Source: an optimization exercise on an open RTL-to-GDS flow (aim: small area, a short achievable clock period and few clock cycles per item). Production flows keep margins and buffers that such runs may drop. At most, simulation tests tie the RTL to the original design; equivalence was not proved. Power and IR drop assume default switching activity.

## xenon
// adc_channel_smoother_deadband
module adc_channel_smoother_deadband #(
  parameter int unsigned CHANNELS    = 64,
  parameter int unsigned SAMPLE_BITS = 12
) (
  input  logic         clk_i,
  input  logic         rst_ni,
  input  logic         sample_valid_i,
  output logic         sample_ready_o,
  input  logic         sample_kind_i,
  input  logic [5:0]   sample_channel_i,
  input  logic [11:0]  sample_raw_i,
  input  logic         sample_force_i,
  output logic         report_valid_o,
  input  logic         report_ready_i,
  output logic [5:0]   report_channel_o,
  output logic [15:0]  report_scaled_o,
  output logic [11:0]  report_smoothed_o,
  input  logic         cfg_valid_i,
  output logic         cfg_ready_o,
  input  logic         cfg_index_i,
  input  logic [63:0]  cfg_data_i
);
  localparam int unsigned QDepth = 5;             
  localparam int unsigned Cap    = QDepth + 1;    
  logic [63:0] en_q;
  logic        en_set_q;
  logic [11:0] db_q;
  assign cfg_ready_o = 1'b1;
  always_ff @(posedge clk_i) begin
    if (cfg_valid_i && !cfg_index_i) begin
      en_q <= cfg_data_i;
    end
  end
  always_ff @(posedge clk_i or negedge rst_ni) begin
    if (!rst_ni) begin
      en_set_q <= 1'b0;
      db_q     <= 12'd8;
    end else if (cfg_valid_i) begin
      if (!cfg_index_i) begin
        en_set_q <= 1'b1;
      end else begin
        db_q <= cfg_data_i[11:0];
      end
    end
  end
  ...
export LEC_CHECK = 0
export CAP_MARGIN = 20
export CORE_MARGIN = 2
export CORE_UTILIZATION = 40
export SLEW_MARGIN = 20
create_clock -name core_clock -period 13.0 [get_ports {clk_i}]
run.sh (not shown) runs the stock make flow with config.mk's settings and CLKGATE_MAP_FILE= SYNTH_SCRIPT=/design/flow/synth_recipe.tcl, a recipe that flattens the netlist after the stock synthesis.
Input-level comparison between fjord and xenon:
==> flow/flow/run.sh (new file) <==
#!/bin/bash
# Layout: the standard flow (standard.sh), with two changes to how the layout is
# made: the port buffers are buf_2 cells, and timing repair aims at a slack margin
# below the fixed 13 ns period, so that the paths are sized for a short achieved period.
# The clock period and constraints are the standard flow's, unchanged.
set -euo pipefail
bash standard.sh \
  "BUFFER_PORTS_ARGS=-buffer_cell sky130_fd_sc_hd__buf_2" \
  "SETUP_SLACK_MARGIN=${ACSD_SETUP_MARGIN:-9.0}" \
  finish > standard_flow.log 2>&1
==> flow/standard.sh (new file) <==
#!/bin/bash
# synth_recipe.tcl (not shown) runs the flow's synth.tcl, then flattens the netlist and writes it again
# the make line also repeats each setting of config.mk as NAME=value (left out here)
make -C /OpenROAD-flow-scripts/flow DESIGN_CONFIG=/design/flow/config.mk WORK_HOME=/design/flow/orfs CLKGATE_MAP_FILE= SYNTH_SCRIPT=/design/flow/synth_recipe.tcl "${@:-finish}"
removed: flow/run.sh
Having completed the whole flow, fjord delivered a layout that passed the timing, DRC and antenna checks.
For xenon, the worst setup path category was flop to flop, unlike fjord, where it was flop to primary output.
In fjord, portion of total power attributed to the clock network is lower than in xenon.
Utilization delta (fjord -> xenon): insignificant
[fjord vs xenon] switching part of the total: higher in fjord
Least setup slack across all paths after layout: fjord vs xenon up 0.91 ns
Total of clock buffers placed in the layout delta for fjord relative to xenon: 18 lower
The following lists how harbor was set up differently from fjord:
- putting CTS_CLUSTER_SIZE at 30 where nothing was set
- putting CTS_BUF_LIST at sky130_fd_sc_hd__clkbuf_8 where nothing was set
==> flow/run.sh (new file) <==
#!/bin/bash
# synth_recipe.tcl (not shown) runs the flow's synth.tcl, then flattens the netlist and writes it again
# the make line also repeats each setting of config.mk as NAME=value (left out here)
make -C /OpenROAD-flow-scripts/flow DESIGN_CONFIG=/design/flow/config.mk WORK_HOME=/design/flow/orfs CLKGATE_MAP_FILE= SYNTH_SCRIPT=/design/flow/synth_recipe.tcl finish
removed: flow/flow/run.sh
removed: flow/standard.sh
- Diff fjord -> harbor: total inserted antenna cells lost 1; routed wire length picked up an extra about 0.7%; global-route met3 utilization neither gained nor lost much; largest stage delay on the critical path picked up an extra 0.39 ns.
Function was not checked in any run of this note: the RTL went through the layout flow alone.

========
## run 1
adc_channel_smoother_deadband, a different RTL version from the one above (not shown whole).
Size in the first run: about 4500 cells after synthesis, roughly 130 I/O pins, about 74000 um2 of cells after synthesis.
==> flow/config.mk <==
export PLATFORM = sky130hd
export DESIGN_NAME = adc_channel_smoother_deadband
export DESIGN_NICKNAME = adc_channel_smoother_deadband
export VERILOG_FILES = /design/flow/design.v
export SDC_FILE = /design/flow/constraint.sdc
export NUM_CORES = 4
export LEC_CHECK = 0
export CAP_MARGIN = 20
export CORE_MARGIN = 2
export CORE_UTILIZATION = 40
export CTS_BUF_LIST = sky130_fd_sc_hd__clkbuf_16
export CTS_CLUSTER_DIAMETER = 100
export CTS_CLUSTER_SIZE = 28
export SLEW_MARGIN = 20
==> flow/constraint.sdc <==
create_clock -name core_clock -period 13.0 [get_ports {clk_i}]
set_input_delay 2.6000 -clock core_clock [delete_from_list [all_inputs] [get_ports {clk_i}]]
set_output_delay 2.6000 -clock core_clock [all_outputs]
set_load 0.01 [all_outputs]
standard.sh (not shown) runs the stock make flow with config.mk's settings and CLKGATE_MAP_FILE= SYNTH_SCRIPT=/design/flow/synth_recipe.tcl, a recipe that flattens the netlist after the stock synthesis.
==> flow/flow/run.sh <==
#!/bin/bash
# Layout: the standard flow (standard.sh), with two changes to how the layout is
# made: the port buffers are buf_2 cells, and timing repair aims at a slack margin
# below the fixed 13 ns period, so that the paths are sized for a short achieved period.
# The clock period and constraints are the standard flow's, unchanged.
set -euo pipefail
bash standard.sh \
  "BUFFER_PORTS_ARGS=-buffer_cell sky130_fd_sc_hd__buf_2" \
  "SETUP_SLACK_MARGIN=${ACSD_SETUP_MARGIN:-8.8}" \
  finish > standard_flow.log 2>&1
Testbench counts of run 1, summed over its fixed seeds: cycles 24,353, items 24,000.
Changes in run 2 relative to run 1:
Settings: clearing CTS_BUF_LIST, which used to be sky130_fd_sc_hd__clkbuf_16; clearing CTS_CLUSTER_DIAMETER, which used to be 100; clearing CTS_CLUSTER_SIZE, which used to be 28.
diff --git a/flow/flow/run.sh b/flow/flow/run.sh
--- a/flow/flow/run.sh
+++ b/flow/flow/run.sh
@@ -8,3 +8,3 @@
   "BUFFER_PORTS_ARGS=-buffer_cell sky130_fd_sc_hd__buf_2" \
-  "SETUP_SLACK_MARGIN=${ACSD_SETUP_MARGIN:-8.8}" \
+  "SETUP_SLACK_MARGIN=${ACSD_SETUP_MARGIN:-9.0}" \
   finish > standard_flow.log 2>&1
## What came out
- Taking run 1 as the reference point, the antenna cell count of run 2 rises by 3.
- Run 2 vs run 1: timing-limited maximum frequency up by a few percent
- Non-clock buffer total of the final layout grows slightly when moving from run 1 to run 2.
### run 2 -> run 3
Settings: CTS_BUF_LIST: unset -> sky130_fd_sc_hd__clkbuf_16; CTS_CLUSTER_SIZE: unset -> 28; CTS_CLUSTER_DIAMETER: unset -> 100.
Notes after the runs:
- Run 3 went all the way through synthesis, placement and routing and the layout is clean on timing, DRC and antenna.
- Relative to run 2, logic gate share of total power has gone up in run 3.
- Higher data arrival time at the worst-slack endpoint among run 3 and run 2: run 2
- Going from run 2 to run 3, part of the power in registers rose 8.6 points, fraction of area in multi-input gates rose 0.82 points.
- Power sits lower in run 3 than in run 2.
#### Input delta (run 4 over run 3)
Settings: changing CORE_UTILIZATION from 40 to 50.
## What came out
- On period utilization, run 3 tracks run 4 almost exactly.
- met3 global-route usage for run 4: 0.42 points up relative to run 3
- Run 4 ended with more fraction of power consumed by combinational cells than run 3.
- Shortest clock period the worst path allows after layout on run 4 is up relative to run 3.
Here is what was changed in the inputs of run 5 compared with run 4.
Settings: CORE_UTILIZATION changed from 50 to 40.
diff --git a/flow/flow/run.sh b/flow/flow/run.sh
--- a/flow/flow/run.sh
+++ b/flow/flow/run.sh
@@ -8,3 +8,3 @@
   "BUFFER_PORTS_ARGS=-buffer_cell sky130_fd_sc_hd__buf_2" \
-  "SETUP_SLACK_MARGIN=${ACSD_SETUP_MARGIN:-9.0}" \
+  "SETUP_SLACK_MARGIN=${ACSD_SETUP_MARGIN:-9.3}" \
   finish > standard_flow.log 2>&1
==> comparison <==
Run 5 ended with every stage complete and zero timing, DRC or antenna violations. The run showing the smaller wire length of the first global-routing pass is run 4. Portion of total power attributed to the clock network for run 5: 0.9 points down relative to run 4. Of the two candidates, run 4 has the better die area and run 5 the worse one.

==> afterwards: timing with drivers on the ports <==
The flow's constraints put no driver on any port. The routed layouts listed below were extracted and timed again, unchanged, in two steps. Step 1 (the two cells are an assumption about what drives the block):
set clk [get_ports {clk_i}]
set_driving_cell -lib_cell sky130_fd_sc_hd__clkbuf_16 $clk
set_driving_cell -lib_cell sky130_fd_sc_hd__buf_2 [delete_from_list [all_inputs] $clk]
Step 2, shift: input delay + t, output delay - t, t = (earliest + latest rising clock arrival at the registers) / 2. This alone moves slack from input paths to output paths. Slacks: no drivers / after step 1 / after step 2; pairs: no drivers / after step 1.
| run | t, ns | setup WS [ns] | worst register clock-pin slew, ns |
|---|---|---|---|
| xenon | 0.910 | 8.112 / 8.112 / 7.961 | 0.07 / 0.07 |
| fjord | 0.891 | 9.019 / 8.940 / 8.605 | 0.07 / 0.07 |
| harbor | 1.075 | 8.088 / 8.088 / 7.934 | 0.07 / 0.07 |
| run 1 | 0.806 | 8.922 / 8.922 / 8.332 | 0.12 / 0.12 |
| run 2 | 0.889 | 9.041 / 8.956 / 8.521 | 0.07 / 0.07 |
| run 3 | 0.805 | 9.096 / 9.009 / 8.597 | 0.11 / 0.11 |
| run 4 | 0.806 | 9.087 / 9.003 / 8.511 | 0.11 / 0.11 |
| run 5 | 0.826 | 9.047 / 8.960 / 8.823 | 0.11 / 0.11 |
After both steps every run listed still meets setup and hold. For run 1, which loses most, drivers alone change the setup slack by 0.000 ns; drivers and shift together by -0.590 ns.
